Context: an optimization exercise on an open-source flow, tuned for a short achievable clock period. The choices shown serve that exercise and are no tape-out recipe.
The RTL was checked by simulation tests, not by an equivalence proof against the original design.
In every run shown here, the design's own scripts or RTL, not TritonCTS, make the clock network.
The clock port is modelled as an ideal driver, which makes a skipped or thinned clock tree look cheaper than it is; a real chip needs a root buffer or a tree.
No activity file was given, so power comes from the tool's default toggle rates.

### flow/flow/run.sh
#!/bin/bash
set -euo pipefail
export PRE_CTS_TCL="$(pwd)/flow/pre_cts.tcl"
export BUFFER_PORTS_ARGS="-buffer_cell sky130_fd_sc_hd__buf_8"
bash standard.sh > flow.log 2>&1
### flow/flow/pre_cts.tcl
# Hook run by ORFS's cts.tcl before clock_tree_synthesis: build a shallow, balanced
# clock tree (port -> 4 root buffers -> leaf buffers -> flip-flops) and turn the
# TritonCTS call that follows into a no-op. Everything after it in cts.tcl
# (legalisation, setup and hold repair) runs as usual.
source [file join [file dirname [info script]] tree.tcl]
pull_output_flops
build_clock_tree 10 8 2 2 sky130_fd_sc_hd__clkbuf_16 sky130_fd_sc_hd__buf_16
global_connect
rename clock_tree_synthesis tritoncts_unused
proc clock_tree_synthesis {args} {
  puts "clock tree built by pre_cts.tcl; TritonCTS skipped"
  set_propagated_clock [all_clocks]
}
### flow/flow/tree.tcl
# Two-level clock tree: the clock port drives a few root buffers, each root drives
# the leaf buffers of one region, each leaf drives one cluster of flip-flops.
proc bt_ctr {it} {
  set b [[$it getInst] getBBox]
  return [list [expr {([$b xMin]+[$b xMax])/2}] [expr {([$b yMin]+[$b yMax])/2}]]
}
proc bt_place {inst x y} {
  set m [$inst getMaster]
  $inst setLocation [expr {int($x - [$m getWidth]/2)}] [expr {int($y - [$m getHeight]/2)}]
  $inst setPlacementStatus PLACED
}
proc build_clock_tree {cols rows rcols rrows leafcell rootcell} {
  set db [ord::get_db]
  set block [ord::get_db_block]
  set clk [$block findNet clkin_parallel]
  set leafm [$db findMaster $leafcell]
  set rootm [$db findMaster $rootcell]
  set sinks {}
  foreach it [$clk getITerms] {
    lassign [bt_ctr $it] x y
    lappend sinks [list $it $x $y]
  }
  set n [llength $sinks]
  puts "clock tree: $n sinks, $cols x $rows leaves, $rcols x $rrows roots"
  set sx [lsort -integer -index 1 $sinks]
  set leaves {}
  for {set c 0} {$c < $cols} {incr c} {
    set col [lrange $sx [expr {$c*$n/$cols}] [expr {($c+1)*$n/$cols - 1}]]
    set col [lsort -integer -index 2 $col]
    set m [llength $col]
    for {set r 0} {$r < $rows} {incr r} {
      set grp [lrange $col [expr {$r*$m/$rows}] [expr {($r+1)*$m/$rows - 1}]]
      set sx2 0; set sy2 0
      foreach s $grp { set sx2 [expr {$sx2 + [lindex $s 1]}]; set sy2 [expr {$sy2 + [lindex $s 2]}] }
      set k [llength $grp]
      set name "ctl_${c}_${r}"
      set inst [odb::dbInst_create $block $leafm $name]
      set net [odb::dbNet_create $block "${name}_net"]
      $net setSigType CLOCK
      foreach s $grp {
        set it [lindex $s 0]
        $it disconnect
        $it connect $net
      }
      [$inst findITerm [bt_out $inst]] connect $net
      bt_place $inst [expr {$sx2/$k}] [expr {$sy2/$k}]
      lappend leaves [list $inst [expr {$c*$rcols/$cols}] [expr {$r*$rrows/$rows}] [expr {$sx2/$k}] [expr {$sy2/$k}]]
    }
  }
  # Roots: split the leaves into rcols column bands, then each band into rrows
  # groups of equal size by y
  set leaves [lsort -integer -index 3 $leaves]
  set nl [llength $leaves]
  for {set a 0} {$a < $rcols} {incr a} {
    set band [lrange $leaves [expr {$a*$nl/$rcols}] [expr {($a+1)*$nl/$rcols - 1}]]
    set band [lsort -integer -index 4 $band]
    set nb [llength $band]
    for {set b 0} {$b < $rrows} {incr b} {
      set grp [lrange $band [expr {$b*$nb/$rrows}] [expr {($b+1)*$nb/$rrows - 1}]]
      set name "ctr_${a}_${b}"
      set inst [odb::dbInst_create $block $rootm $name]
      set net [odb::dbNet_create $block "${name}_net"]
      $net setSigType CLOCK
      set sx2 0; set sy2 0; set k 0
      foreach l $grp {
        [[lindex $l 0] findITerm A] connect $net
        set sx2 [expr {$sx2 + [lindex $l 3]}]; set sy2 [expr {$sy2 + [lindex $l 4]}]; incr k
      }
      [$inst findITerm [bt_out $inst]] connect $net
      [$inst findITerm A] connect $clk
      bt_place $inst [expr {$sx2/$k}] [expr {$sy2/$k}]
    }
  }
  $clk setSigType CLOCK
}
proc bt_out {inst} {
  foreach mt [[$inst getMaster] getMTerms] {
    if {[$mt getIoType] eq "OUTPUT"} { return [$mt getName] }
  }
}
proc bt_driver {net} {
  foreach it [$net getITerms] {
    if {[[$it getMTerm] getIoType] eq "OUTPUT"} { return [$it getInst] }
  }
  return ""
}
# Move each flip-flop that feeds an output port's buffer next to that buffer.
proc pull_output_flops {} {
  set block [ord::get_db_block]
  set n 0
  foreach bt [$block getBTerms] {
    if {[$bt getIoType] ne "OUTPUT"} { continue }
    set net [$bt getNet]
    if {$net eq "NULL"} { continue }
    set buf [bt_driver $net]
    if {$buf eq ""} { continue }
    set a [$buf findITerm A]
    if {$a eq "NULL"} { continue }
    set ff [bt_driver [$a getNet]]
    if {$ff eq "" || ![string match "*df*" [[$ff getMaster] getName]]} { continue }
    set b [$buf getBBox]
    bt_place $ff [expr {([$b xMin]+[$b xMax])/2}] [expr {([$b yMin]+[$b yMax])/2}]
    incr n
  }
  puts "pulled $n output flip-flops next to their port buffers"
}
### flow/standard.sh
#!/bin/bash
# synth_recipe.tcl (not shown) runs the flow's synth.tcl, then flattens the netlist and writes it again
# the make line also repeats each setting of config.mk as NAME=value (left out here)
make -C /OpenROAD-flow-scripts/flow DESIGN_CONFIG=/design/flow/config.mk WORK_HOME=/design/flow/orfs CLKGATE_MAP_FILE= SYNTH_SCRIPT=/design/flow/synth_recipe.tcl "${@:-finish}"
### flow/config.mk
export PLATFORM = sky130hd
export DESIGN_NAME = tofpet_readout
export DESIGN_NICKNAME = tofpet_readout
export VERILOG_FILES = /design/flow/design.v
export SDC_FILE = /design/flow/constraint.sdc
export NUM_CORES = 4
export LEC_CHECK = 0
export CAP_MARGIN = 20
export CORE_MARGIN = 2
export CORE_UTILIZATION = 60
export PLACE_DENSITY = 0.72
export SETUP_SLACK_MARGIN = 2.5
export SLEW_MARGIN = 20
export TNS_END_PERCENT = 100
### flow/constraint.sdc
create_clock -name core_clock -period 4.0 [get_ports {clkin_parallel}]
set_input_delay 0.8000 -clock core_clock [delete_from_list [all_inputs] [get_ports {clkin_parallel}]]
set_output_delay 0.8000 -clock core_clock [all_outputs]
set_load 0.01 [all_outputs]
### flow/design.v
`timescale 1ns/1ns
`default_nettype none
package tofpet_pkg;
	typedef enum logic [1:0] {
		OP_READ   = 2'd0,	 
		OP_STATUS = 2'd1	 
	} opcode_e;		 
	typedef struct packed {
		opcode_e    opcode;	 
		logic [2:0] channel;	 
		logic [3:0] count;	 
	} cmd_t;
	typedef struct packed {
		logic [32-1:0] data;	 
	} hit_t;
	typedef enum logic [1:0] {
		KIND_DATA   = 2'd0,	 
		KIND_STATUS = 2'd1,	 
		KIND_ERROR  = 2'd2	 
	} kind_e;
	typedef struct packed {
		logic                      last;	 
		kind_e                     kind;	 
		logic [2:0]                channel;	 
		logic [32-1:0] data;	 
	} result_t;
	typedef struct packed {
		logic [6-1:0] empty;	 
		logic [6-1:0] full;	 
		logic [6-1:0] overflow;	 
	} chan_flags_t;
endpackage
`default_nettype wire
`timescale 1ns/1ns
`default_nettype none
module tofpet_readout (
	input  logic                         clkin_parallel,
	input  logic                         cpu_resetn,
	input  logic [6-1:0]  hit_valid,
	input  logic [6*32-1:0] hit_data,	 
	input  logic                         cmd_valid,
	input  logic [8:0]                   cmd,		 
	output logic                         cmd_credit,
	output logic                         res_valid,
	output logic [32+5:0]    res,		 
	input  logic                         res_credit
);
	localparam int CH = 6;
	localparam int W  = 32;
	localparam int HD = 8;
	localparam int CD = 4;
	localparam int RD = 4;
	localparam int RW = W + 6;
	localparam int CW = 3 + CH + HD + 2;	 
	logic              acc;			 
	logic              acc_nx;
	logic              acc_n;		 
	logic              rv_n;		 
	logic [CH-1:0]     pop_q;		 
	logic [RW-1:0]     res_q;		 
	logic [CH-1:0]     rd_oh_nx;
	logic [CH-1:0]     pop_nx;		 
	logic              busy;		 
	logic              st_single;	 
	logic [CH-1:0]     rd_oh;		 
	logic [HD-1:0]     rem;			 
	logic [2:0]        chan_q;		 
	logic [1:0]        kind_q;		 
	logic              status_q;	 
	logic              err_q;		 
	logic              rpush;		 
	logic              rpop;		 
	logic [RD-1:0]     rth;			 
	logic [RD-1:0]     rth_nx;
	logic [RW-1:0]     word;		 
	logic [CH-1:0]         h_empty;
	logic [CH-1:0]         h_full;
	logic [CH-1:0]         ovf;
	logic [CH-1:0][HD-1:0] h_th;
	logic [CH-1:0][W-1:0]  h_head;	 
	logic [CH-1:0]         h_pop;
	logic                  clr_ovf;
	logic [CH*HD*W-1:0]    hmem;	 
	logic [CH-1:0]         empty_nx;	 
	logic [CH-1:0]         full_nx;
	logic [CH-1:0]         ovf_nx;
	assign clr_ovf = rpush & status_q;
	for (genvar i = 0; i < CH; i++)
	begin : g_ch
		logic [HD-1:0]        th;	 
		logic [HD-1:0]        th_nx;
		logic [HD-1:0]        wr;	 
		logic [HD-1:0]        rd;	 
		logic [HD-1:0]        rd_nx;
		logic [HD-1:0]        rsel;	 
		logic [W-1:0]         din;
		logic                 push;
		logic                 pop;
		assign din  = hit_data[i*W +: W];
		assign push = hit_valid[i] & ~th[HD-1];
		assign pop  = h_pop[i];
		for (genvar k = 0; k < HD; k++)
		begin : g_e
			always_ff @(posedge clkin_parallel)
				if (wr[k] && !th[HD-1])
					hmem[(i*HD+k)*W +: W] <= din;
		end
		always_ff @(posedge clkin_parallel)
		begin
			if (!cpu_resetn)
			begin
				th     <= '0;
				wr     <= HD'(1);
				rd     <= HD'(1);
				ovf[i] <= 1'b0;
			end
			else
			begin
				th     <= th_nx;
				if (push)
					wr <= {wr[HD-2:0], wr[HD-1]};
				rd     <= rd_nx;
				ovf[i] <= ovf_nx[i];
			end
		end
		always_comb
			if (push && !pop)
				th_nx = {th[HD-2:0], 1'b1};
			else if (pop && !push)
				th_nx = {1'b0, th[HD-1:1]};
			else
				th_nx = th;
		assign empty_nx[i] = ~th_nx[0];
		assign full_nx[i]  = th_nx[HD-1];
		assign ovf_nx[i]   = (ovf[i] & ~clr_ovf) | (hit_valid[i] & th[HD-1]);
		assign h_th[i]    = th;
		logic [W-1:0]  head_nx;
		logic [W-1:0]  hg;
		assign rd_nx = pop ? {rd[HD-2:0], rd[HD-1]} : rd;
		always_ff @(posedge clkin_parallel)
			if (!cpu_resetn)
				rsel <= HD'(1);
			else
				rsel <= pop_nx[i] ? {rd_nx[HD-2:0], rd_nx[HD-1]} : rd_nx;
		always_comb
		begin
			head_nx = '0;
			for (int k = 0; k < HD; k++)
				head_nx = head_nx | (hmem[(i*HD+k)*W +: W] & {W{rsel[k]}});
		end
		always_ff @(posedge clkin_parallel)
			hg <= head_nx & {W{rd_oh_nx[i]}};
		assign h_head[i]  = hg;
		assign h_empty[i] = ~th[0];
		assign h_full[i]  = th[HD-1];
	end
	assign h_pop = pop_q;
	logic [1:0]    c_op;
	logic [2:0]    c_ch;
	logic [3:0]    c_cnt;
	logic          c_read_ok;
	logic [CW-1:0] cin;
	logic [CD*CW-1:0] ce;
	logic [CD-1:0] cth;
	logic          cpush;
	assign {c_op, c_ch, c_cnt} = cmd;
	assign c_read_ok = (c_op == 2'd0) && (c_ch < 3'(CH));
	always_comb
	begin
		cin = '0;
		cin[2:0] = c_ch;
		for (int i = 0; i < CH; i++)
			cin[3+i] = c_read_ok && (c_ch == 3'(i));
		for (int k = 0; k < HD; k++)
			cin[3+CH+k] = (c_cnt > 4'(k));
		cin[3+CH+HD]   = (c_op == 2'd1);					 
		cin[3+CH+HD+1] = c_op[1] || ((c_op == 2'd0) && !c_read_ok);	 
	end
	assign cpush = cmd_valid & ~cth[CD-1];
	logic [CD-1:0] cld;		 
	logic [CD-1:0] csh;		 
	logic [CD-1:0] cth_nx;
	logic [CD-1:0] cld_nx;
	logic [CD-1:0] csh_nx;
	for (genvar k = 0; k < CD; k++)
	begin : g_c
		if (k == CD-1) begin : g_last
			always_ff @(posedge clkin_parallel)
				if (cld[k])
					ce[k*CW +: CW] <= cin;
		end else begin : g_body
			always_ff @(posedge clkin_parallel)
				if (cld[k])
					ce[k*CW +: CW] <= cin;
				else if (csh[k])
					ce[k*CW +: CW] <= ce[(k+1)*CW +: CW];
		end
	end
	always_comb
	begin
		if (cpush && !acc)
			cth_nx = {cth[CD-2:0], 1'b1};
		else if (acc && !cpush)
			cth_nx = {1'b0, cth[CD-1:1]};
		else
			cth_nx = cth;
		for (int k = 0; k < CD; k++)
		begin
			logic at_nx;
			logic top_nx;
			at_nx  = ((k == 0) ? 1'b1 : cth_nx[(k == 0) ? 0 : k-1]) & ~cth_nx[k];
			top_nx = cth_nx[k] & ((k == CD-1) ? 1'b1 : ~cth_nx[(k == CD-1) ? k : k+1]);
			cld_nx[k] = acc_nx ? top_nx : at_nx;
			csh_nx[k] = acc_nx & ~top_nx & (k != CD-1);
		end
	end
	logic [2:0]    h_ch;
	logic [CH-1:0] h_oh;
	logic [HD-1:0] h_cth;
	logic          h_status;
	logic          h_err;
	assign {h_err, h_status, h_cth, h_oh, h_ch} = ce[CW-1:0];
	logic [HD-1:0] sel_th;		 
	logic [CH-1:0] go_oh;		 
	logic          done;		 
	logic          busy_nx;
	logic          cne_nx;		 
	always_comb
	begin
		sel_th = '0;
		for (int i = 0; i < CH; i++)
			sel_th = sel_th | (h_th[i] & {HD{h_oh[i]}});
		for (int i = 0; i < CH; i++)
			go_oh[i] = h_oh[i] & h_cth[0] & h_th[i][0];
	end
	assign done    = rpush & (st_single | ~rem[1]);
	assign busy_nx = acc | (busy & ~done);
	assign cne_nx  = cpush | cth[1] | (cth[0] & ~acc);
	logic          st_single_nx;
	always_comb
	begin
		st_single_nx = st_single;
		if (acc)
			st_single_nx = ~|go_oh;
		else if (done)
			st_single_nx = 1'b0;
	end
	logic rd_done;
	logic rd_keep;
	assign rd_done = ~rth[RD-1] & ~rem[1];
	assign rd_keep = ~rpop & rth[RD-2];
	always_comb
		for (int i = 0; i < CH; i++)
		begin
			rd_oh_nx[i] = acc ? go_oh[i] : (rd_oh[i] & ~rd_done);
			pop_nx[i]   = acc ? (go_oh[i] & (rpop | ~rth[RD-1])) : (rd_oh[i] & ~rd_done & ~rd_keep);
		end
	assign acc_nx = ~busy_nx & cne_nx;
	assign acc    = ~acc_n;
	always_ff @(posedge clkin_parallel)
	begin
		if (!cpu_resetn)
		begin
			acc_n      <= 1'b1;
			rpush      <= 1'b0;
			cmd_credit <= 1'b0;
			busy       <= 1'b0;
			st_single  <= 1'b0;
			rd_oh      <= '0;
			pop_q      <= '0;
			cth        <= '0;
			cld        <= CD'(1);
			csh        <= '0;
		end
		else
		begin
			acc_n      <= ~acc_nx;
			rpush      <= busy_nx & ~rth_nx[RD-1];
			cmd_credit <= acc_nx;
			busy       <= busy_nx;
			st_single  <= st_single_nx;
			rd_oh      <= rd_oh_nx;
			pop_q      <= pop_nx;
			cth        <= cth_nx;
			cld        <= cld_nx;
			csh        <= csh_nx;
		end
	end
	always_ff @(posedge clkin_parallel)
	begin
		if (acc)
		begin
			rem      <= h_cth & sel_th;		 
			chan_q   <= h_ch;
			kind_q   <= {h_err, h_status};
			status_q <= h_status;
			err_q    <= h_err;
		end
		else if (rpush)
			rem <= {1'b0, rem[HD-1:1]};
	end
	logic [W-1:0] wdata;
	logic [W-1:0] ws;		 
	logic         status_nx;
	logic         err_nx;
	assign status_nx = acc ? h_status : status_q;
	assign err_nx    = acc ? h_err : err_q;
	always_ff @(posedge clkin_parallel)
		ws <= (32'hbad0c0de & {W{err_nx}})
			| {{(W-3*CH){1'b0}}, {empty_nx, full_nx, ovf_nx} & {(3*CH){status_nx}}};
	always_comb
	begin
		wdata = '0;
		for (int i = 0; i < CH; i++)
			wdata = wdata | h_head[i];
		wdata = wdata | ws;
	end
	assign word = {st_single | ~rem[1], kind_q, chan_q, wdata};
	logic [RD*RW-1:0]      re;
	logic [6:0]            ct;		 
	logic [6:0]            ct_nx;
	logic                  rv_nx;
	assign rpop = ~rv_n;
	logic [RD-1:0] rld;		 
	logic [RD-1:0] rsh;		 
	logic [RD-1:0] rld_nx;
	logic [RD-1:0] rsh_nx;
	for (genvar k = 0; k < RD; k++)
	begin : g_r
		if (k == RD-1) begin : g_last
			always_ff @(posedge clkin_parallel)
				if (rld[k])
					re[k*RW +: RW] <= word;
		end else begin : g_body
			always_ff @(posedge clkin_parallel)
				if (rld[k])
					re[k*RW +: RW] <= word;
				else if (rsh[k])
					re[k*RW +: RW] <= re[(k+1)*RW +: RW];
		end
	end
	always_comb
	begin
		if (rpush && !rpop)
			rth_nx = {rth[RD-2:0], 1'b1};
		else if (rpop && !rpush)
			rth_nx = {1'b0, rth[RD-1:1]};
		else
			rth_nx = rth;
	end
	always_comb
		if (rpop && !res_credit)
			ct_nx = {1'b0, ct[6:1]};
		else if (res_credit && !rpop)
			ct_nx = ct[6] ? 7'd0 : {ct[5:0], 1'b1};
		else
			ct_nx = ct;
	assign rv_nx = rth_nx[0] & (res_credit ? (rpop | ~ct[6]) : (rpop ? ct[1] : ct[0]));
	always_comb
	begin
		for (int k = 0; k < RD; k++)
		begin
			logic at_nx;
			logic top_nx;
			at_nx  = ((k == 0) ? 1'b1 : rth_nx[(k == 0) ? 0 : k-1]) & ~rth_nx[k];
			top_nx = rth_nx[k] & ((k == RD-1) ? 1'b1 : ~rth_nx[(k == RD-1) ? k : k+1]);
			rld_nx[k] = rv_nx ? top_nx : at_nx;
			rsh_nx[k] = rv_nx & ~top_nx & (k != RD-1);
		end
	end
	logic rq_wn;
	logic rq_sn;
	always_ff @(posedge clkin_parallel)
		if (!rq_wn)
			res_q <= word;
		else if (!rq_sn)
			res_q <= re[RW +: RW];
		else
			res_q <= re[RW-1:0];
	always_ff @(posedge clkin_parallel)
	begin
		if (!cpu_resetn)
		begin
			rth       <= '0;
			rld       <= RD'(1);
			rsh       <= '0;
			rq_wn     <= 1'b0;
			rq_sn     <= 1'b1;
			ct        <= 7'b0001111;
			res_valid <= 1'b0;
			rv_n      <= 1'b1;
		end
		else
		begin
			rth       <= rth_nx;
			rld       <= rld_nx;
			rsh       <= rsh_nx;
			rq_wn     <= ~rld_nx[0];
			rq_sn     <= ~rsh_nx[0];
			ct        <= ct_nx;
			res_valid <= rv_nx;
			rv_n      <= ~rv_nx;
		end
	end
	assign res = res_q;
endmodule
`default_nettype wire
==> impl_metrics.csv, run 1 <==
group,metric,value,unit
outcome,run_status,"complete, no violations",
floorplanning,rows,135,
place,post-place-cells,6957,
min_path,hp-class,"in -> reg",
critical_path,crit_fanout,3,
power_and_ir_drop,p_switching,0.0112,W
global_routing,grt_pass1_wl,324000,um
sta,fin_crit_sh,48.0,%
global_routing,first_global_vias,46700,
critical_path,end_kind,"flip-flop",
routing,totalWireLength,233000,um
global_routing,grt_max_degree,75,
synthesis,yosys_warnings,1,
routing,vias,50500,
power_and_ir_drop,switching_share,24.8,%
place,hpwl,125000,um
synthesis,synthArstFlopShare,0,%
power_and_ir_drop,cellInternalPower,0.0341,W
floorplanning,die_h,372,um
sta,finalCriticalPeriod,1.92,ns
sta,rsz0062_at_grt,"yes",
final_layout,layout-drive-gt1-share,28.9,%
routing,first_pass_iters,8,
synthesis,yosys_register_bits,2274,
critical_path,worstSetupStartpoint,"ce[9]",
power_and_ir_drop,seqPwrFrac,62.1,%
power_and_ir_drop,p_clk_share,22.5,%
sta,hold_violations,0,
global_routing,grt_usage,31.9,%
sta,fin_worst_skew,0.0348,ns
sta,maxSlewViolCount,0,
critical_path,critPathRequiredTime,4.44,ns
critical_path,crit_type,"reg -> reg",
synthesis,synth_top_flop_cell,"edfxtp_1",
sta,tns,0,ns
final_layout,fillCellCount,7860,
routing,ant_nets,0,
synthesis,synth_edf_count,1776,
clocking,insertion_delay,0.56,ns
routing,wl_per_cell,31.2,um
synthesis,yosysSeqAreaShare,77.8,%
synthesis,ys_types,61,
floorplanning,coreArea,135000,um2
synthesis,synth_nets,5363,
global_routing,overflow,0,
synthesis,synth_area,81300,um2
power_and_ir_drop,combPwrFrac,15.3,%
floorplanning,boundaryPins,251,
flow_run,drv_cap,0,
final_layout,syn_to_final_growth,21.7,%
routing,drt_iter0_drc,7246,
floorplanning,start_util,60.3,%
critical_path,crit_arrival,2.36,ns
min_path,worstHoldStart,"hit_data[0]",
power_and_ir_drop,total_power,0.0454,W
final_layout,final_cells,7445,
global_routing,grt_antenna_before_repair,9,
clocking,cts_hold_buf,0,
routing,drcViolationCount,0,
routing,vias_per_cell,6.79,
place,io_buffers,250,
power_and_ir_drop,power_per_cell_area,458,nW/um2
floorplanning,die_w,372,um
floorplanning,dieArea,139000,um2
critical_path,critPathLaunchType,"flip-flop",
final_layout,layout.nets,5888,
power_and_ir_drop,ir_drop,0.590,mV
sta,max_slew_margin,32.3,%
sta,worst_pin_slew,1.02,ns
critical_path,timing.rr.start,"ce[9]",
sta,max_freq,0.520,GHz
sta,setup_viol,0,
power_and_ir_drop,p_leak,32.9,nW
synthesis,synth.avg_cell_area,15.8,um2
clocking,clk_pin_slew,0.11,ns
synthesis,netlist_instances,5138,
place,place.gp.congestion,0.856,
## Yosys cell counts (39+ instances only)
master       n  area share, %
nor2_1     299            1.4
mux2i_1    108            1.3
inv_1       60           0.28
nand2_1    226            1.0
a21oi_1    276            1.7
mux2_2      49           0.68
a22o_1     193            2.1
o211ai_1    39           0.36
dfxtp_1    498             12
and3_1      89           0.68
nand3b_1    39           0.36
a22oi_1    412            3.8
clkbuf_1   247            1.1
nor2b_1     67           0.52
a221oi_1   195            2.1
edfxtp_1  1776             66
a31oi_1    197            1.5
## sequential cells by signal (all words and copies together), names as in the netlist, 6 cells and up
name       flops
ce            76
ct             7
g_ch.hg      192
g_ch.rd       48
g_ch.rsel     48
g_ch.th       48
g_ch.wr       48
hmem        1536
ovf            6
pop_q          6
rd_oh          6
re           152
rem            7
res_q         38
ws            19
## power by group through the flow
stage | Sequential [W] | Combinational (W) | Clock [W]
after floorplan | 0.0282 | 0.00253 | 0
after global placement | 0.0287 | 0.00431 | 0
after detailed placement | 0.0288 | 0.00442 | 0
after CTS | 0.0282 | 0.00627 | 0.0102
after global routing | 0.0283 | 0.00724 | 0.0110
final | 0.0282 | 0.00696 | 0.0102
## metal layers
metal / wire (um) / GRT usage (%) / vias up / share of wire, %
met3: 25400 / 4.75 / 419 / 11
met4: 10600 / 10.9 / 0 / 4.6
met2: 108000 / 49.5 / 3219 / 47
li1: - / - / 21300 / -
met5: 0 / 0 / - / 0
met1: 88300 / 46.7 / 25600 / 38
## what timing repair did
action	CTS	global route
cloned	55	10
pin swaps	163	109
buffers inserted	257	79
resized for setup	676	341
setup endpoints to repair	2390	768
## layout make-up
type                       count  area (um2)  area share (%)
multi-input combinational   2518       21600            21.8
buffer                        84        2110            2.13
sequential                  2274       63600            64.3
tap                         1781        2230            2.25
inverter                      71         409           0.413
timing repair buffer         714        9040            9.13
antenna                        3        7.51         0.00758
## cell usage in the layout, fill, tap and decap left out, types with 87 or more instances in the layout
master     count
edfxtp_1    1776
nand2_1      210
a21oi_2       87
a22o_1       193
a22oi_1      395
a31oi_4      115
a221oi_1     186
dfxtp_1      355
buf_6        104
buf_4        255
buf_8        264
nor2_1       269
clkbuf_16     88
a21oi_1      186
## cells by family after synthesis
family	synth area share, %
buffers and inverters	1.85
adders and majority gates	0.215
xor gates and xnor gates	0.0108
muxes	2.01
AOI/OAI and AO/OA	12.6
and+or+nand+nor	5.50
DFF	77.8
## critical path, cell delays in order, from the launching register on
cell and delay, ns:
edfxtp_1 0.44, buf_6 0.14, buf_12 0.10, nand2b_4 0.08, buf_8 0.14, buf_6 0.12, buf_6 0.11, buf_6 0.11
nor3_4 0.24, o221ai_1 0.13, and2_1 0.19
## metrics by stage
stage | utilization [%] | hold slack (ns) | setup slack [ns] | area, um2
after floorplan | - | 0.400 | 2.12 | 82900
after global placement | 65.2 | 0.403 | 1.70 | 88000
after detailed placement | 65.2 | 0.409 | 1.68 | 88000
after CTS | 71.2 | 0.419 | 2.15 | 96100
after global routing | 73.3 | 0.422 | 2.08 | 99000
final | 73.3 | 0.432 | 2.08 | 99000
## final timing paths
kind	endpoint	slack, ns	cells after the start
max reg2reg	g_ch[3].rsel[0]	2.08	10
min	hmem[0]	0.43	1
max	g_ch[3].rsel[0]	2.08	10
min reg2reg	chan_q[1]	0.43	0
==> run 2: changes to the inputs <==
--- a/flow/config.mk
+++ b/flow/config.mk
@@ -7,8 +7,8 @@
 export LEC_CHECK = 0
 export CAP_MARGIN = 20
 export CORE_MARGIN = 2
-export CORE_UTILIZATION = 60
-export PLACE_DENSITY = 0.72
-export SETUP_SLACK_MARGIN = 2.5
+export CORE_UTILIZATION = 50
+export PLACE_DENSITY = 0.65
+export SETUP_SLACK_MARGIN = 2.2
 export SLEW_MARGIN = 20
 export TNS_END_PERCENT = 100
==> run 2 against run 1 <==
Against the previous run: critical endpoint is now g_ch[2].hg[9]; synthesized area stayed put; register-to-register slack better by 0.06 ns; hold slack lost 0.0029 ns.
==> impl_metrics.csv, run 2 <==
group,metric,value,unit
synthesis,netlist_instances,5138,
synthesis,synthMostInstantiatedCell,"edfxtp_1",
sta,fin_crit_sh,46.5,%
synthesis,synth_area,81300,um2
routing,vias,47200,
synthesis,synth_top_flop_cell,"edfxtp_1",
critical_path,crit_fanout,8,
global_routing,grt_pass1_wl,314000,um
routing,first_pass_iters,6,
synthesis,synth.avg_cell_area,15.8,um2
global_routing,grt_antenna_before_repair,7,
clocking,cts_hold_buf,0,
sta,tns,0,ns
synthesis,yosys_warnings,1,
power_and_ir_drop,switching_share,23.9,%
floorplanning,rows,148,
place,io_buffers,250,
floorplanning,coreArea,162000,um2
power_and_ir_drop,p_leak,30.6,nW
routing,totalWireLength,220000,um
power_and_ir_drop,cellInternalPower,0.0332,W
global_routing,first_global_vias,43900,
critical_path,critPathLaunchType,"flip-flop",
final_layout,largest_reg_flops,1536,
sta,setup_viol,0,
floorplanning,die_h,407,um
routing,vias_per_cell,6.23,
critical_path,crit_chain,"o21a_4 > clkbuf_16 > buf_12 > a21oi_4 > buf_12 > buf_12 > a31oi_4",
final_layout,finish.utilization,57.0,%
synthesis,yosysSeqAreaShare,77.8,%
floorplanning,boundaryPins,251,
min_path,hp-class,"in -> reg",
final_layout,syn_to_final_growth,13.7,%
final_layout,final_common_cell,"edfxtp_1",
global_routing,grt_usage,25.4,%
sta,hold_violations,0,
synthesis,synth_top_cell_by_area,"edfxtp_1",
critical_path,crit_type,"reg -> reg",
place,hpwl,129000,um
routing,drt_iter0_drc,5370,
routing,drcViolationCount,0,
power_and_ir_drop,p_switching,0.0105,W
sta,max_slew_margin,29.6,%
power_and_ir_drop,power_per_cell_area,472,nW/um2
synthesis,synthArstFlopShare,0,%
global_routing,grt_max_degree,120,
floorplanning,start_util,50.1,%
critical_path,cp_common_cell,"buf_12",
critical_path,critPathRequiredTime,4.43,ns
power_and_ir_drop,ir_drop,0.457,mV
flow_run,drv_cap,0,
clocking,insertion_delay,0.57,ns
sta,maxSlewViolCount,0,
sta,finalCriticalPeriod,1.86,ns
power_and_ir_drop,combPwrFrac,12.0,%
final_layout,reg_top3,"hmem (1536), g_ch.hg (192), re (152)",
floorplanning,dieArea,166000,um2
power_and_ir_drop,seqPwrFrac,64.5,%
critical_path,end_kind,"flip-flop",
final_layout,regMostFlops,"hmem",
critical_path,slowest_delay,0.42,ns
final_layout,final_cell_mix,"1776 x edfxtp_1, 412 x a22oi_1, 400 x dfxtp_1, 295 x nor2_1, 271 x a21oi_1",
global_routing,overflow,0,
synthesis,synthTopCellsByArea,"edfxtp_1 66%, dfxtp_1 12%, a22oi_1 3.8%",
critical_path,slowest_stage,"edfxtp_1",
outcome,run_status,"complete, no violations",
critical_path,crit_arrival,2.29,ns
place,place.gp.congestion,0.837,
floorplanning,die_w,407,um
final_layout,layout-drive-gt1-share,17.2,%
final_layout,layout.nets,5625,
routing,ant_nets,0,
synthesis,synth_top_area_share,65.6,%
power_and_ir_drop,p_clk_share,23.5,%
synthesis,yosys_register_bits,2274,
synthesis,ys_types,61,
synthesis,synth_nets,5363,
routing,wl_per_cell,29.0,um
sta,worst_pin_slew,1.06,ns
sta,rsz0062_at_grt,"yes",
sta,max_freq,0.538,GHz
final_layout,fillCellCount,12500,
clocking,clk_pin_slew,0.11,ns
synthesis,synth_edf_count,1776,
synthesis,netlist_top_cells_count,"1776 x edfxtp_1, 498 x dfxtp_1, 412 x a22oi_1",
sta,fin_worst_skew,0.0340,ns
## run 2: cell counts after synthesis
No cell type changed its count.
## run 2: final cells by class
class	instances	area, um2	area share, %
Buffer	84	2110	2.28
Inverter	71	360	0.390
Tap cell	2175	2720	2.94
Timing Repair Buffer	463	5680	6.15
Antenna cell	2	5.00	0.00541
Sequential cell	2274	63500	68.7
Multi-Input combinational cell	2506	18100	19.5
## run 2: kinds of logic after synthesis
family	count (synthesis)	synth area share [%]
mux	157	2.01
buf+inv	382	1.85
flops	2274	77.8
fa+ha+maj	14	0.215
compound gates	1425	12.6
xor+xnor	1	0.0108
simple gates	885	5.50
## run 2: through the flow
step	hold WS, ns	instances	total power (W)	instance area (um2)	worst slack [ns]
floorplan	0.400	5138	0.0306	81700	1.62
global placement	0.451	7358	0.0331	88000	1.51
detailed placement	0.446	7358	0.0332	88000	1.46
CTS	0.408	7519	0.0436	91500	2.09
global route	0.415	7573	0.0450	92400	2.11
finish	0.429	7575	0.0437	92400	2.14
## run 2: critical path, delay by kind of cell, from the launching register on
family                 cells  cell delay, ns
flip-flops                 1            0.42
buffers and inverters      4            0.67
AO/OA/AOI/OAI              3            0.62
## run 2: worst paths after layout
path                                       to  slack, ns     startpoint  cells after the start
worst max-delay path            g_ch[2].hg[9]       2.14         rem[1]                      7
worst min-delay path               hmem[1087]       0.43  hit_data[159]                      1
worst max register to register  g_ch[2].hg[9]       2.14         rem[1]                      7
worst min register to register      chan_q[1]       0.47          ce[1]                      0
## run 2: power groups by stage
stage	combinational, W	sequential (W)	clock, W
floorplan	0.00239	0.0282	0
global placement	0.00437	0.0287	0
detailed placement	0.00447	0.0287	0
CTS	0.00504	0.0282	0.0104
global route	0.00557	0.0283	0.0111
finish	0.00524	0.0282	0.0103
## run 2: repair_timing
action / CTS / global route
gates cloned: 24 / 3
setup endpoints to repair: 1659 / 224
setup buffers: 53 / 51
pin swaps: 14 / 14
gates resized for setup: 189 / 70
## run 2: per-layer routing
| metal | track usage, % | share of wire, % |
|---|---|---|
| met4 | 5.86 | 3.0 |
| met2 | 40.1 | 46 |
| met3 | 3.43 | 8.1 |
| met5 | 0 | 0.015 |
| met1 | 37.8 | 42 |
==> run 3: changes to the inputs <==
--- a/flow/config.mk
+++ b/flow/config.mk
@@ -9,6 +9,6 @@
 export CORE_MARGIN = 2
 export CORE_UTILIZATION = 50
 export PLACE_DENSITY = 0.65
-export SETUP_SLACK_MARGIN = 2.2
+export SETUP_SLACK_MARGIN = 3.0
 export SLEW_MARGIN = 20
 export TNS_END_PERCENT = 100
==> run 3 against run 2 <==
Against the previous run: still clean; combinational power grew 78%; largest power group unchanged; design area grew 20%; critical path depth shrank 6; highest routed layer unchanged; largest cell class unchanged; power grew 9.8%.
==> impl_metrics.csv, run 3 <==
group,metric,value,unit
power_and_ir_drop,power_per_cell_area,432,nW/um2
place,placed_area,89800,um2
sta,max_freq,0.549,GHz
critical_path,crit_fanout,1,
clocking,clk_pin_slew,0.12,ns
global_routing,grt_antenna_before_repair,10,
critical_path,critPathRequiredTime,3.20,ns
synthesis,synthSimpleGateAreaFrac,5.50,%
synthesis,synth.avg_cell_area,15.8,um2
floorplanning,boundaryPins,251,
sta,finalCriticalPeriod,1.82,ns
global_routing,grt_pass1_wl,354000,um
floorplanning,start_util,50.1,%
min_path,hp-class,"in -> reg",
critical_path,end_kind,"output port",
routing,drt_iter0_drc,6840,
synthesis,synth_top_cell_by_area,"edfxtp_1",
final_layout,regMostFlops,"hmem",
sta,max_slew_margin,35.8,%
synthesis,synthTopCellsByArea,"edfxtp_1 66%, dfxtp_1 12%, a22oi_1 3.8%",
synthesis,synth_area,81300,um2
place,hpwl,128000,um
sta,rsz0062_at_grt,"yes",
routing,first_pass_iters,5,
critical_path,reg2reg_setup_slack,2.21,ns
min_path,hold_depth,1,
final_layout,largest_reg_flops,1536,
final_layout,layout-drive-gt1-share,39.8,%
final_layout,syn_to_final_growth,36.5,%
global_routing,grt_max_degree,84,
min_path,min_to,"hmem[67]",
outcome,run_status,"complete, no violations",
final_layout,final_common_cell,"edfxtp_1",
routing,wl_per_cell,31.9,um
critical_path,r2r_cells,5,
sta,hold_violations,0,
synthesis,yosys_register_bits,2274,
sta,maxSlewViolCount,0,
critical_path,timing.rr.start,"g_ch[3].hg[17]",
routing,drcViolationCount,0,
global_routing,first_global_vias,49400,
synthesis,netlist_top_cells_count,"1776 x edfxtp_1, 498 x dfxtp_1, 412 x a22oi_1",
floorplanning,die_h,407,um
critical_path,slowest_stage,"dfxtp_2",
place,place.gp.congestion,0.829,
synthesis,yosys_warnings,1,
final_layout,final_cells,8310,
critical_path,crit_buf_inv,1,
power_and_ir_drop,total_power,0.0479,W
synthesis,synthAdderAreaFrac,0.215,%
synthesis,synthArstFlopShare,0,%
critical_path,cp_top_family,"flip-flops",
synthesis,yosysSeqAreaShare,77.8,%
final_layout,reg_top3,"hmem (1536), g_ch.hg (192), re (152)",
synthesis,synth_xor_area_share,0.0108,%
synthesis,synth_top_area_share,65.6,%
synthesis,synth_top_family_by_area,"compound AO/OA/AOI/OAI gates",
floorplanning,dieArea,166000,um2
final_layout,postLayoutCellArea,111000,um2
critical_path,slowest_delay,0.35,ns
global_routing,grt_usage,29.0,%
routing,ant_nets,0,
place,io_buffers,250,
synthesis,synth_nets,5363,
power_and_ir_drop,p_leak,37.7,nW
critical_path,crit_type,"reg -> out",
routing,vias,53400,
sta,setup_viol,0,
critical_path,critPathLaunchType,"flip-flop",
clocking,insertion_delay,0.57,ns
sta,fin_worst_hold_slack,0.422,ns
global_routing,overflow,0,
final_layout,layout.nets,6361,
synthesis,synth_top_flop_cell,"edfxtp_1",
floorplanning,die_w,407,um
final_layout,final_cell_mix,"1776 x edfxtp_1, 385 x a22oi_1, 370 x buf_6, 330 x dfxtp_1, 286 x buf_8",
floorplanning,rows,148,
synthesis,synthMostInstantiatedCell,"edfxtp_1",
critical_path,crit_chain,"buf_8",
min_path,worstHoldStart,"hit_data[3]",
power_and_ir_drop,ir_drop,0.483,mV
synthesis,ys_types,61,
critical_path,crit_arrival,1.02,ns
routing,totalWireLength,265000,um
clocking,cts_hold_buf,0,
place,post-place-cells,7357,
sta,fin_worst_skew,0.0320,ns
sta,tns,0,ns
routing,vias_per_cell,6.42,
sta,fin_crit_sh,45.6,%
synthesis,synthMuxAreaShare,2.01,%
sta,worst_pin_slew,0.963,ns
floorplanning,coreArea,162000,um2
critical_path,timing.rr.end,"res_q[17]",
synthesis,netlist_instances,5138,
synthesis,synth_compound_area_share,12.6,%
flow_run,drv_cap,0,
synthesis,synth_edf_count,1776,
-- run 3: cell counts after synthesis --
No cell type changed its count.
-- run 3: kinds of logic (layout without fill, tap and decap cells) --
| group | after synthesis | in the layout |
|---|---|---|
| DFF | 2274 | 2274 |
| adders and majority gates | 14 | 14 |
| buffers and inverters | 382 | 1349 |
| AOI/OAI and AO/OA | 1425 | 1429 |
| other | 0 | 1 |
| muxes | 157 | 157 |
| xor gates and xnor gates | 1 | 1 |
| and+or+nand+nor | 885 | 910 |
-- run 3: how the worst max path moves through the flow --
stage                   start             end  cells past startpoint
floorplan           cmd_valid          cld[0]                      5
finish              res_q[35]         res[35]                      1
global placement        acc_n  g_ch[3].hg[12]                      5
global route        res_valid       res_valid                      1
detailed placement      acc_n  g_ch[3].hg[22]                      5
CTS                 res_q[37]         res[37]                      1
-- run 3: metal layers --
| metal | global-route usage, % | up-vias | part of all wire (%) |
|---|---|---|---|
| met3 | 4.80 | 489 | 9.8 |
| li1 | - | 22400 | - |
| met4 | 9.46 | 6 | 4.7 |
| met5 | 0 | - | 0.016 |
| met1 | 40.6 | 27500 | 38 |
| met2 | 46.5 | 3032 | 47 |
-- run 3: area by class of cell --
class	count	area, um2
flip-flops and latches	2274	63700
fillers	9966	51200
multi-input cells	2511	23400
repair buffers	1191	18600
well taps	2175	2720
plain buffers	84	2110
inverters	71	457
repair inverters	3	62.6
diodes	1	2.50
-- run 3: power by group --
| part | internal, W | total [W] | switching (W) |
|---|---|---|---|
| logic | 0.00454 | 0.00932 | 0.00477 |
| registers | 0.0272 | 0.0282 | 0.000952 |
| clock network | 0.00379 | 0.0104 | 0.00666 |
-- run 3: stage by stage --
step	util, %	worst slack [ns]
3_5_place_dp	55.3	1.34
6_report	68.4	2.18
3_3_place_gp	55.3	1.39
4_1_cts	64.7	2.16
2_1_floorplan	-	2.12
5_1_grt	68.4	2.14
-- run 3: timing repair --
| action | in CTS | in global routing |
|---|---|---|
| cloned | 138 | 54 |
| endpoints found under the setup margin | 2534 | 2470 |
| buffers inserted | 546 | 130 |
| pin swaps | 247 | 201 |
| gates resized for setup | 1241 | 684 |
==> run 4: changes to the inputs <==
--- a/flow/config.mk
+++ b/flow/config.mk
@@ -9,6 +9,6 @@
 export CORE_MARGIN = 2
 export CORE_UTILIZATION = 50
 export PLACE_DENSITY = 0.65
-export SETUP_SLACK_MARGIN = 3.0
+export SETUP_SLACK_MARGIN = 4.0
 export SLEW_MARGIN = 20
 export TNS_END_PERCENT = 100
==> run 4 against run 3 <==
Against the previous run: clock power about the same; register-to-register slack got worse by 0.06 ns; sequential power about the same; flip-flop and latch count unchanged; synthesized cell count unchanged; setup slack got worse by 0.025 ns; global-route usage increased by 1.1 points; synthesized area unchanged; design area increased by 1.0%; sequential share of layout area decreased by 0.58 points; largest power group unchanged.
==> impl_metrics.csv, run 4 <==
group,metric,value,unit
sta,maxSlewViolCount,0,
routing,first_pass_iters,5,
global_routing,grt_antenna_before_repair,11,
final_layout,reg_top3,"hmem (1536), g_ch.hg (192), re (152)",
global_routing,grt_usage,30.1,%
critical_path,slowest_stage,"edfxtp_1",
sta,rsz0062_at_grt,"yes",
synthesis,yosys_warnings,1,
sta,fin_worst_skew,0.0444,ns
min_path,hp-class,"in -> reg",
synthesis,synth_top_area_share,65.6,%
final_layout,postLayoutCellArea,112000,um2
place,io_buffers,250,
floorplanning,coreArea,162000,um2
synthesis,yosysSeqAreaShare,77.8,%
routing,totalWireLength,271000,um
global_routing,overflow,0,
synthesis,synth.avg_cell_area,15.8,um2
place,placed_area,89800,um2
routing,ant_nets,0,
power_and_ir_drop,p_leak,38.5,nW
final_layout,final_common_cell,"edfxtp_1",
critical_path,cp_top_family,"buffers and inverters",
routing,vias,54300,
global_routing,grt_pass1_wl,367000,um
synthesis,synth_nets,5363,
place,place.gp.congestion,0.842,
critical_path,crit_chain,"buf_6 > o21a_4 > buf_12 > buf_12 > a21oi_4 > buf_12 > buf_6 > buf_16 > a31oi_4",
critical_path,crit_fanout,8,
critical_path,crit_buf_inv,6,
synthesis,synthMostInstantiatedCell,"edfxtp_1",
synthesis,synth_top_cell_by_area,"edfxtp_1",
critical_path,crit_arrival,2.27,ns
critical_path,critPathLaunchType,"flip-flop",
sta,max_freq,0.541,GHz
power_and_ir_drop,power_per_cell_area,433,nW/um2
clocking,clk_pin_slew,0.12,ns
place,hpwl,132000,um
critical_path,critPathRequiredTime,4.43,ns
floorplanning,dieArea,166000,um2
routing,drt_iter0_drc,7373,
routing,drcViolationCount,0,
synthesis,synth_edf_count,1776,
floorplanning,die_w,407,um
synthesis,synth_area,81300,um2
power_and_ir_drop,ir_drop,0.552,mV
synthesis,netlist_top_cells_count,"1776 x edfxtp_1, 498 x dfxtp_1, 412 x a22oi_1",
outcome,run_status,"complete, no violations",
critical_path,cp_common_cell,"buf_12",
synthesis,netlist_instances,5138,
clocking,insertion_delay,0.58,ns
synthesis,synthTopCellsByArea,"edfxtp_1 66%, dfxtp_1 12%, a22oi_1 3.8%",
sta,worst_pin_slew,1.01,ns
sta,setup_viol,0,
floorplanning,die_h,407,um
final_layout,layout.nets,6418,
synthesis,synth_top_flop_cell,"edfxtp_1",
final_layout,layout-drive-gt1-share,40.7,%
final_layout,regMostFlops,"hmem",
routing,wl_per_cell,32.4,um
sta,max_slew_margin,32.5,%
critical_path,slowest_delay,0.41,ns
final_layout,syn_to_final_growth,37.9,%
sta,hold_violations,0,
sta,finalCriticalPeriod,1.85,ns
floorplanning,boundaryPins,251,
floorplanning,rows,148,
floorplanning,start_util,50.1,%
sta,tns,0,ns
critical_path,end_kind,"flip-flop",
critical_path,crit_type,"reg -> reg",
global_routing,grt_max_degree,84,
synthesis,ys_types,61,
power_and_ir_drop,total_power,0.0486,W
flow_run,drv_cap,0,
sta,fin_crit_sh,46.2,%
synthesis,yosys_register_bits,2274,
synthesis,synthArstFlopShare,0,%
routing,vias_per_cell,6.48,
global_routing,first_global_vias,50100,
final_layout,largest_reg_flops,1536,
final_layout,final_cell_mix,"1776 x edfxtp_1, 387 x a22oi_1, 365 x buf_12, 321 x buf_6, 316 x dfxtp_1",
-- run 4: changes by cell type in the layout (fill, tap and decap cells not counted), moves of 14 or more --
cell     delta
a21oi_1    -33
a21oi_2    +32
a31oi_1    +36
a31oi_4    -35
buf_12    +144
buf_4      +29
buf_6      -49
buf_8      -62
dfxtp_1    -14
dfxtp_2    +18
nand2_2    +14
-- run 4: layer usage --
| layer | global-route usage [%] | routed length, um |
|---|---|---|
| met1 | 42.5 | 101000 |
| met2 | 47.9 | 127000 |
| met3 | 3.99 | 27900 |
| met4 | 11.7 | 14900 |
| met5 | 0 | 36 |
-- run 4: what timing repair did --
item / in CTS / in global routing
cloned: 149 / 41
gates resized for setup: 1489 / 546
pin swaps: 277 / 193
buffers inserted: 583 / 152
hold buffers: 0 / 0
endpoints found under the setup margin: 4090 / 4090
-- run 4: worst paths after layout --
path,startpoint,end,slack [ns],cells past startpoint
setup / recovery,rem[1],g_ch[2].hg[29],2.15,9
setup reg to reg,rem[1],g_ch[2].hg[29],2.15,9
hold reg to reg,ce[2],chan_q[2],0.45,0
hold / removal,hit_data[45],hmem[365],0.41,1
-- run 4: stage by stage --
stage,hold WS [ns],std cells,setup WS [ns],util (%)
6_report,0.408,8372,2.15,69.2
3_5_place_dp,0.412,7357,1.49,55.4
2_1_floorplan,0.400,5138,2.12,-
3_3_place_gp,0.405,7357,1.55,55.4
5_1_grt,0.400,8366,2.13,69.1
4_1_cts,0.396,8173,2.15,66.0
-- run 4: cells by family after synthesis --
family | synth area share, %
flip-flops | 77.8
AO/OA/AOI/OAI | 12.6
AND/OR/NAND/NOR | 5.50
buffers and inverters | 1.85
multiplexers | 2.01
adder cells (fa/ha/maj) | 0.215
XOR/XNOR | 0.0108
-- run 4: cell type report --
class	instances	area, um2
Sequential cell	2274	63700
Fill cell	9922	50000
Multi-Input combinational cell	2516	23100
Timing Repair Buffer	1243	20000
Tap cell	2175	2720
Buffer	84	2110
Inverter	71	468
Timing Repair inverter	3	56.3
Antenna cell	6	15.0
-- run 4: where the power goes --
part           switching (W)  internal, W  leakage (nW)  total [W]
Sequential          0.000959       0.0272          20.5     0.0282
Combinational        0.00507      0.00492          17.0    0.00999
Clock                0.00663      0.00379          1.04     0.0104
==> run 5: changes to the inputs <==
--- a/flow/design.v
+++ b/flow/design.v
@@ -77,6 +77,7 @@
 	logic [CH-1:0]         h_full;
 	logic [CH-1:0]         ovf;
 	logic [CH-1:0][HD-1:0] h_th;
+	logic [CH-1:0][HD-1:0] h_th_nx;
 	logic [CH-1:0][W-1:0]  h_head;	 
 	logic [CH-1:0]         h_pop;
 	logic                  clr_ovf;
@@ -134,6 +135,7 @@
 		assign full_nx[i]  = th_nx[HD-1];
 		assign ovf_nx[i]   = (ovf[i] & ~clr_ovf) | (hit_valid[i] & th[HD-1]);
 		assign h_th[i]    = th;
+		assign h_th_nx[i] = th_nx;
 		logic [W-1:0]  head_nx;
 		logic [W-1:0]  hg;
 		assign rd_nx = pop ? {rd[HD-2:0], rd[HD-1]} : rd;
@@ -220,19 +222,34 @@
 	logic          h_status;
 	logic          h_err;
 	assign {h_err, h_status, h_cth, h_oh, h_ch} = ce[CW-1:0];
-	logic [HD-1:0] sel_th;		 
 	logic [CH-1:0] go_oh;		 
+	logic [HD-1:0] rs_q;		 
+	logic [CW-1:0] ce0_nx;		 
+	logic [CH-1:0] go_nx;
+	logic [HD-1:0] sel_th_nx;	 
 	logic          done;		 
 	logic          busy_nx;
 	logic          cne_nx;		 
+	assign ce0_nx = cld[0] ? cin : (csh[0] ? ce[CW +: CW] : ce[CW-1:0]);
 	always_comb
 	begin
-		sel_th = '0;
+		sel_th_nx = '0;
 		for (int i = 0; i < CH; i++)
-			sel_th = sel_th | (h_th[i] & {HD{h_oh[i]}});
+			sel_th_nx = sel_th_nx | (h_th_nx[i] & {HD{ce0_nx[3+i]}});
 		for (int i = 0; i < CH; i++)
-			go_oh[i] = h_oh[i] & h_cth[0] & h_th[i][0];
+			go_nx[i] = ce0_nx[3+i] & ce0_nx[3+CH] & h_th_nx[i][0];
 	end
+	always_ff @(posedge clkin_parallel)
+		if (!cpu_resetn)
+		begin
+			go_oh <= '0;
+			rs_q  <= '0;
+		end
+		else
+		begin
+			go_oh <= go_nx;
+			rs_q  <= ce0_nx[3+CH +: HD] & sel_th_nx;
+		end
 	assign done    = rpush & (st_single | ~rem[1]);
 	assign busy_nx = acc | (busy & ~done);
 	assign cne_nx  = cpush | cth[1] | (cth[0] & ~acc);
@@ -290,7 +307,7 @@
 	begin
 		if (acc)
 		begin
-			rem      <= h_cth & sel_th;		 
+			rem      <= rs_q;		 
 			chan_q   <= h_ch;
 			kind_q   <= {h_err, h_status};
 			status_q <= h_status;
--- a/flow/config.mk
+++ b/flow/config.mk
@@ -7,8 +7,8 @@
 export LEC_CHECK = 0
 export CAP_MARGIN = 20
 export CORE_MARGIN = 2
-export CORE_UTILIZATION = 50
-export PLACE_DENSITY = 0.65
-export SETUP_SLACK_MARGIN = 4.0
+export CORE_UTILIZATION = 55
+export PLACE_DENSITY = 0.68
+export SETUP_SLACK_MARGIN = 2.5
 export SLEW_MARGIN = 20
 export TNS_END_PERCENT = 100
==> run 5 against run 4 <==
Against the previous run: sequential power fell by 2%; routed wire length fell by 16%; largest cell class unchanged; global-route usage fell by 0.84 points; design area fell by 13%; via count fell by 12%.
==> impl_metrics.csv, run 5 <==
group,metric,value,unit
outcome,run_status,"complete, no violations",
clocking,insertion_delay,0.55,ns
final_layout,fillCellCount,9537,
min_path,worstHoldStart,"hit_data[147]",
critical_path,timing.rr.start,"cld[0]",
synthesis,netlist_top_cells_count,"1762 x edfxtp_1, 525 x dfxtp_1, 408 x a22oi_1",
final_layout,regMostFlops,"hmem",
floorplanning,rows,140,
synthesis,synth_top_flop_cell,"edfxtp_1",
final_layout,layout.nets,5621,
clocking,cts_hold_buf,0,
routing,totalWireLength,228000,um
routing,drcViolationCount,0,
global_routing,grt_max_degree,88,
power_and_ir_drop,ir_drop,0.463,mV
place,io_buffers,250,
routing,wl_per_cell,31.1,um
critical_path,crit_type,"in -> reg",
final_layout,syn_to_final_growth,21.4,%
routing,ant_nets,0,
routing,vias,47800,
final_layout,final_common_cell,"edfxtp_1",
sta,fin_crit_sh,46.8,%
floorplanning,boundaryPins,251,
floorplanning,dieArea,149000,um2
min_path,min_to,"hmem[1267]",
final_layout,final_cell_mix,"1762 x edfxtp_1, 400 x a22oi_1, 382 x dfxtp_1, 272 x buf_8, 217 x buf_4",
final_layout,layout-drive-gt1-share,28.4,%
floorplanning,start_util,55.2,%
sta,max_slew_margin,28.6,%
min_path,hp-class,"in -> reg",
synthesis,netlist_instances,4931,
sta,worst_pin_slew,1.07,ns
flow_run,drv_cap,0,
global_routing,first_global_vias,44800,
critical_path,crit_arrival,2.35,ns
critical_path,critPathRequiredTime,4.48,ns
sta,finalCriticalPeriod,1.87,ns
sta,fin_worst_hold_slack,0.436,ns
sta,setup_viol,0,
critical_path,reg2reg_setup_slack,2.18,ns
synthesis,synth_top_area_share,65.9,%
power_and_ir_drop,p_leak,32.0,nW
floorplanning,coreArea,145000,um2
synthesis,synth_area,80300,um2
clocking,clk_pin_slew,0.11,ns
routing,first_pass_iters,6,
synthesis,synth_edf_count,1762,
synthesis,yosys_register_bits,2287,
global_routing,grt_usage,29.3,%
final_layout,finish.utilization,67.0,%
power_and_ir_drop,power_per_cell_area,446,nW/um2
synthesis,synthTopCellsByArea,"edfxtp_1 66%, dfxtp_1 13%, a22oi_1 3.8%",
synthesis,synthArstFlopShare,0,%
final_layout,reg_top3,"hmem (1536), g_ch.hg (192), re (152)",
sta,tns,0,ns
floorplanning,die_w,386,um
synthesis,synth_nets,5144,
synthesis,synthMostInstantiatedCell,"edfxtp_1",
place,hpwl,127000,um
critical_path,end_kind,"flip-flop",
critical_path,crit_fanout,6,
sta,fin_worst_skew,0.0235,ns
routing,drt_iter0_drc,5930,
synthesis,synth.avg_cell_area,16.3,um2
critical_path,critPathLaunchType,"input pin",
final_layout,largest_reg_flops,1536,
global_routing,grt_antenna_before_repair,6,
sta,max_freq,0.534,GHz
critical_path,r2r_cells,5,
synthesis,ys_types,59,
sta,rsz0062_at_grt,"yes",
floorplanning,die_h,386,um
global_routing,overflow,0,
sta,maxSlewViolCount,0,
global_routing,grt_pass1_wl,318000,um
synthesis,yosys_warnings,1,
critical_path,timing.rr.end,"rs_q[5]",
sta,hold_violations,0,
power_and_ir_drop,total_power,0.0434,W
place,place.gp.congestion,0.881,
min_path,hold_depth,1,
synthesis,synth_top_cell_by_area,"edfxtp_1",
synthesis,yosysSeqAreaShare,79.0,%
routing,vias_per_cell,6.53,
## run 5: stage by stage
step                cell area (um2)  instances  setup slack (ns)
finish                        97500       7324              2.13
CTS                           94500       7247              2.14
detailed placement            87200       6914              1.44
global route                  97500       7323              2.12
global placement              87200       6914              1.34
floorplan                     81500       4931              1.81
## run 5: kinds of logic (layout without fill, tap and decap cells)
logic type / Yosys count / count (layout) / share of synthesized area (%)
DFF: 2287 / 2287 / 79.0
adders and majority gates: 2 / 2 / 0.0312
xor gates and xnor gates: 3 / 3 / 0.0327
other: 0 / 1 / 0
muxes: 229 / 229 / 2.93
AOI/OAI and AO/OA: 1374 / 1383 / 12.3
buffers and inverters: 371 / 807 / 1.78
and+or+nand+nor: 665 / 695 / 3.96
## run 5: report_power, final
group	internal [W]	switching [W]
Combinational	0.00249	0.00305
Clock	0.00378	0.00648
Sequential	0.0270	0.000650
Total	0.0332	0.0102
## run 5: area by class of cell
cell class	instances	area (um2)	share of cell area, %
Timing Repair Buffer	649	8410	8.63
Buffer	84	2110	2.17
Antenna cell	1	2.50	0.00257
Tap cell	1917	2400	2.46
Multi-Input combinational cell	2312	20500	21.0
Inverter	74	314	0.322
Sequential cell	2287	63800	65.4
## run 5: critical path, stage by stage
cell	delay (ns)
buf_8	0.10
or4b_4	0.65
o22ai_4	0.33
nand3_2	0.15
and3_1	0.17
a31oi_1	0.15
## run 5: worst max path at each step
stage                start        endpoint  slack [ns]  cells past startpoint
floorplan           cmd[7]         rs_q[4]        1.81                      6
global placement     acc_n           ws[1]        1.34                      3
detailed placement   acc_n  g_ch[5].hg[12]        1.44                      4
CTS                 cmd[8]         rs_q[4]        2.14                      6
global route        cmd[7]         rs_q[5]        2.12                      7
finish              cmd[7]         rs_q[5]        2.13                      6
## run 5: routing by layer
metal	up-vias	global-route usage, %	wire (um)
li1	20400	-	-
met4	8	8.63	8650
met3	296	3.68	21600
met2	2470	46.2	106000
met5	-	0	48
met1	24600	43.2	91400
## run 5: what timing repair did
| item | in CTS | in global routing |
|---|---|---|
| buffers inserted | 200 | 64 |
| pin swaps | 212 | 108 |
| endpoints found under the hold margin | 0 | 0 |
| gates resized for setup | 697 | 303 |
| cloned | 49 | 12 |
| endpoints found under the setup margin | 2359 | 735 |
==> run 6: changes to the inputs <==
--- a/flow/config.mk
+++ b/flow/config.mk
@@ -7,8 +7,8 @@
 export LEC_CHECK = 0
 export CAP_MARGIN = 20
 export CORE_MARGIN = 2
-export CORE_UTILIZATION = 55
-export PLACE_DENSITY = 0.68
-export SETUP_SLACK_MARGIN = 2.5
+export CORE_UTILIZATION = 50
+export PLACE_DENSITY = 0.65
+export SETUP_SLACK_MARGIN = 2.2
 export SLEW_MARGIN = 20
 export TNS_END_PERCENT = 100
==> run 6 against run 5 <==
Against the previous run: setup slack gained 0.036 ns; synthesized cell count unchanged; via count fell by 4.2%; global-route usage is 3.3 points lower; utilization fell by 9.8 points; still clean on timing, DRC and antenna; maximum frequency increased by 2.0%; critical endpoint is now res[1]; largest cell class unchanged; design area shrank 6.1%; combinational power down 24%; flip-flop and latch count is the same.
==> impl_metrics.csv, run 6 <==
group,metric,value,unit
final_layout,postLayoutCellArea,91600,um2
sta,worst_pin_slew,1.14,ns
critical_path,crit_chain,"buf_8",
outcome,run_status,"complete, no violations",
global_routing,overflow,0,
sta,fin_crit_sh,45.9,%
power_and_ir_drop,p_switching,0.00956,W
global_routing,grt_max_degree,119,
synthesis,synth_top_family_by_area,"compound AO/OA/AOI/OAI gates",
critical_path,crit_buf_inv,1,
critical_path,crit_type,"reg -> out",
routing,vias,45800,
routing,drcViolationCount,0,
critical_path,crit_fanout,1,
synthesis,synth.avg_cell_area,16.3,um2
sta,tns,0,ns
power_and_ir_drop,seqPwrFrac,65.5,%
synthesis,synth_top_flop_cell,"edfxtp_1",
routing,first_pass_iters,5,
synthesis,yosys_register_bits,2287,
flow_run,drv_cap,0,
sta,finalCriticalPeriod,1.84,ns
final_layout,fillCellCount,12200,
global_routing,grt_pass1_wl,312000,um
critical_path,slowest_stage,"dfxtp_2",
place,placed_area,87200,um2
floorplanning,die_w,405,um
synthesis,yosys_warnings,1,
synthesis,synthArstFlopShare,0,%
critical_path,end_kind,"output port",
global_routing,first_global_vias,43100,
clocking,cts_hold_buf,0,
power_and_ir_drop,p_leak,30.4,nW
place,hpwl,135000,um
synthesis,synthSimpleGateAreaFrac,3.96,%
sta,rsz0062_at_grt,"yes",
power_and_ir_drop,power_per_cell_area,461,nW/um2
global_routing,grt_usage,26.0,%
final_layout,final_common_cell,"edfxtp_1",
floorplanning,dieArea,164000,um2
routing,ant_nets,0,
final_layout,final_cell_mix,"1762 x edfxtp_1, 407 x dfxtp_1, 405 x a22oi_1, 279 x a21oi_1, 250 x buf_8",
final_layout,layout.nets,5454,
synthesis,synth_compound_area_share,12.3,%
synthesis,synth_edf_count,1762,
floorplanning,die_h,405,um
min_path,hp-class,"in -> reg",
critical_path,slowest_delay,0.37,ns
power_and_ir_drop,total_power,0.0422,W
critical_path,crit_arrival,1.04,ns
synthesis,synthTopCellsByArea,"edfxtp_1 66%, dfxtp_1 13%, a22oi_1 3.8%",
routing,wl_per_cell,30.0,um
synthesis,yosysSeqAreaShare,79.0,%
power_and_ir_drop,ir_drop,0.561,mV
synthesis,synth_nets,5144,
floorplanning,start_util,50.2,%
final_layout,syn_to_final_growth,14.0,%
routing,vias_per_cell,6.25,
sta,max_slew_margin,24.3,%
clocking,clk_pin_slew,0.11,ns
clocking,insertion_delay,0.56,ns
floorplanning,boundaryPins,251,
synthesis,netlist_instances,4931,
critical_path,critPathRequiredTime,3.20,ns
place,place.gp.congestion,0.844,
critical_path,critPathLaunchType,"flip-flop",
sta,hold_violations,0,
routing,totalWireLength,220000,um
power_and_ir_drop,p_clk_share,24.4,%
routing,drt_iter0_drc,5430,
synthesis,synth_area,80300,um2
synthesis,synthMuxAreaShare,2.93,%
final_layout,regMostFlops,"hmem",
power_and_ir_drop,combPwrFrac,10.0,%
sta,maxSlewViolCount,0,
power_and_ir_drop,switching_share,22.7,%
place,io_buffers,250,
final_layout,largest_reg_flops,1536,
sta,fin_worst_skew,0.0207,ns
sta,setup_viol,0,
synthesis,synth_top_area_share,65.9,%
final_layout,layout-drive-gt1-share,18.3,%
synthesis,netlist_top_cells_count,"1762 x edfxtp_1, 525 x dfxtp_1, 408 x a22oi_1",
critical_path,cp_top_family,"flip-flops",
synthesis,synth_xor_area_share,0.0327,%
global_routing,grt_antenna_before_repair,11,
synthesis,synthMostInstantiatedCell,"edfxtp_1",
floorplanning,rows,147,
synthesis,synthAdderAreaFrac,0.0312,%
synthesis,ys_types,59,
sta,max_freq,0.545,GHz
floorplanning,coreArea,160000,um2
synthesis,synth_top_cell_by_area,"edfxtp_1",
final_layout,reg_top3,"hmem (1536), g_ch.hg (192), re (152)",
power_and_ir_drop,cellInternalPower,0.0326,W
## run 6: cell counts after synthesis
Identical to the previous run, type by type.
## run 6: kinds of logic (layout without fill, tap and decap cells)
family,Yosys count,in the layout
simple gates,665,688
xor+xnor,3,3
buf+inv,371,655
flops,2287,2287
compound gates,1374,1375
other cells,0,2
mux,229,229
fa+ha+maj,2,2
## run 6: metrics by stage
stage	worst slack [ns]	cells	hold WS (ns)	utilization, %
after CTS	1.99	7284	0.405	56.9
after floorplan	1.60	4931	0.400	-
after detailed placement	1.43	7113	0.464	54.5
after global placement	1.46	7113	0.454	54.5
after global routing	2.11	7325	0.414	57.2
final	2.16	7327	0.428	57.2
## run 6: timing repair
action,CTS,global route
cloned,23,1
pin swaps,9,25
setup buffers,64,40
endpoints found under the setup margin,1727,306
gates resized for setup,207,63
## run 6: power groups by stage
stage	clock network, W	logic, W	registers [W]
4_1_cts	0.0104	0.00400	0.0277
2_1_floorplan	0	0.00182	0.0279
3_3_place_gp	0	0.00346	0.0282
5_1_grt	0.0111	0.00448	0.0277
3_5_place_dp	0	0.00354	0.0282
6_report	0.0103	0.00422	0.0276
## run 6: path summary, 6_finish.rpt
kind,endpoint,slack (ns),from,cells after the start
max,res[1],2.16,res_q[1],1
min,hmem[234],0.43,hit_data[10],1
max reg2reg,re[86],2.17,g_ch[3].hg[10],4
min reg2reg,g_ch[4].wr[2],0.47,g_ch[4].wr[1],2
## run 6: routing by layer
layer / GRT usage [%] / share of wire, % / vias up
li1: - / - / 20100
met1: 36.4 / 40 / 23600
met5: 0 / 0.012 / -
met4: 6.29 / 3.1 / 4
met3: 3.46 / 8.2 / 239
met2: 43.6 / 49 / 1920
## run 6: cell type report
cell class	instances	area (um2)	area share (%)
inverter	74	283	0.309
buffer	84	2110	2.31
tap	2086	2610	2.85
sequential	2287	63600	69.5
antenna	2	5.00	0.00547
timing repair buffer	497	5910	6.45
multi-input combinational	2297	17000	18.6

[port drivers added, routing unchanged]
Ports are ideal in the flow. The routed layouts listed here were re-timed in OpenROAD. Step 1 (the two cells are an assumption about what drives the block):
set clk [get_ports {clkin_parallel}]
set_driving_cell -lib_cell sky130_fd_sc_hd__clkbuf_16 $clk
set_driving_cell -lib_cell sky130_fd_sc_hd__buf_2 [delete_from_list [all_inputs] $clk]
Step 2 adds t to the input delays and takes it off the output delays; t is the mean of the earliest and latest rising clock arrival at the registers after step 1. Input paths then give back, and output paths get back, about the clock's delay inside the block. Slacks: ideal / step 1 / step 2; pairs: ideal / step 1.
run | t, ns | slack for setup (ns) | worst hold slack (ns) | worst data-port slew with drivers (ns)
run 1 | 0.734 | 2.079 / 1.991 / 1.623 | 0.432 / 0.291 / 0.435 | 0.16
run 2 | 0.742 | 2.141 / 1.987 / 1.653 | 0.429 / 0.288 / 0.469 | 0.27
run 3 | 0.749 | 2.177 / 1.984 / 1.691 | 0.422 / 0.282 / 0.475 | 0.29
run 4 | 0.757 | 2.153 / 1.963 / 1.912 | 0.408 / 0.272 / 0.455 | 0.25
run 5 | 0.731 | 2.127 / 2.000 / 1.483 | 0.436 / 0.299 / 0.436 | 0.17
run 6 | 0.734 | 2.164 / 1.981 / 1.568 | 0.428 / 0.299 / 0.475 | 0.18
After both steps setup and hold are still met in every run listed. The setup slack of run 5, which loses most, moves by -0.127 ns with the drivers and by -0.644 ns with both steps.
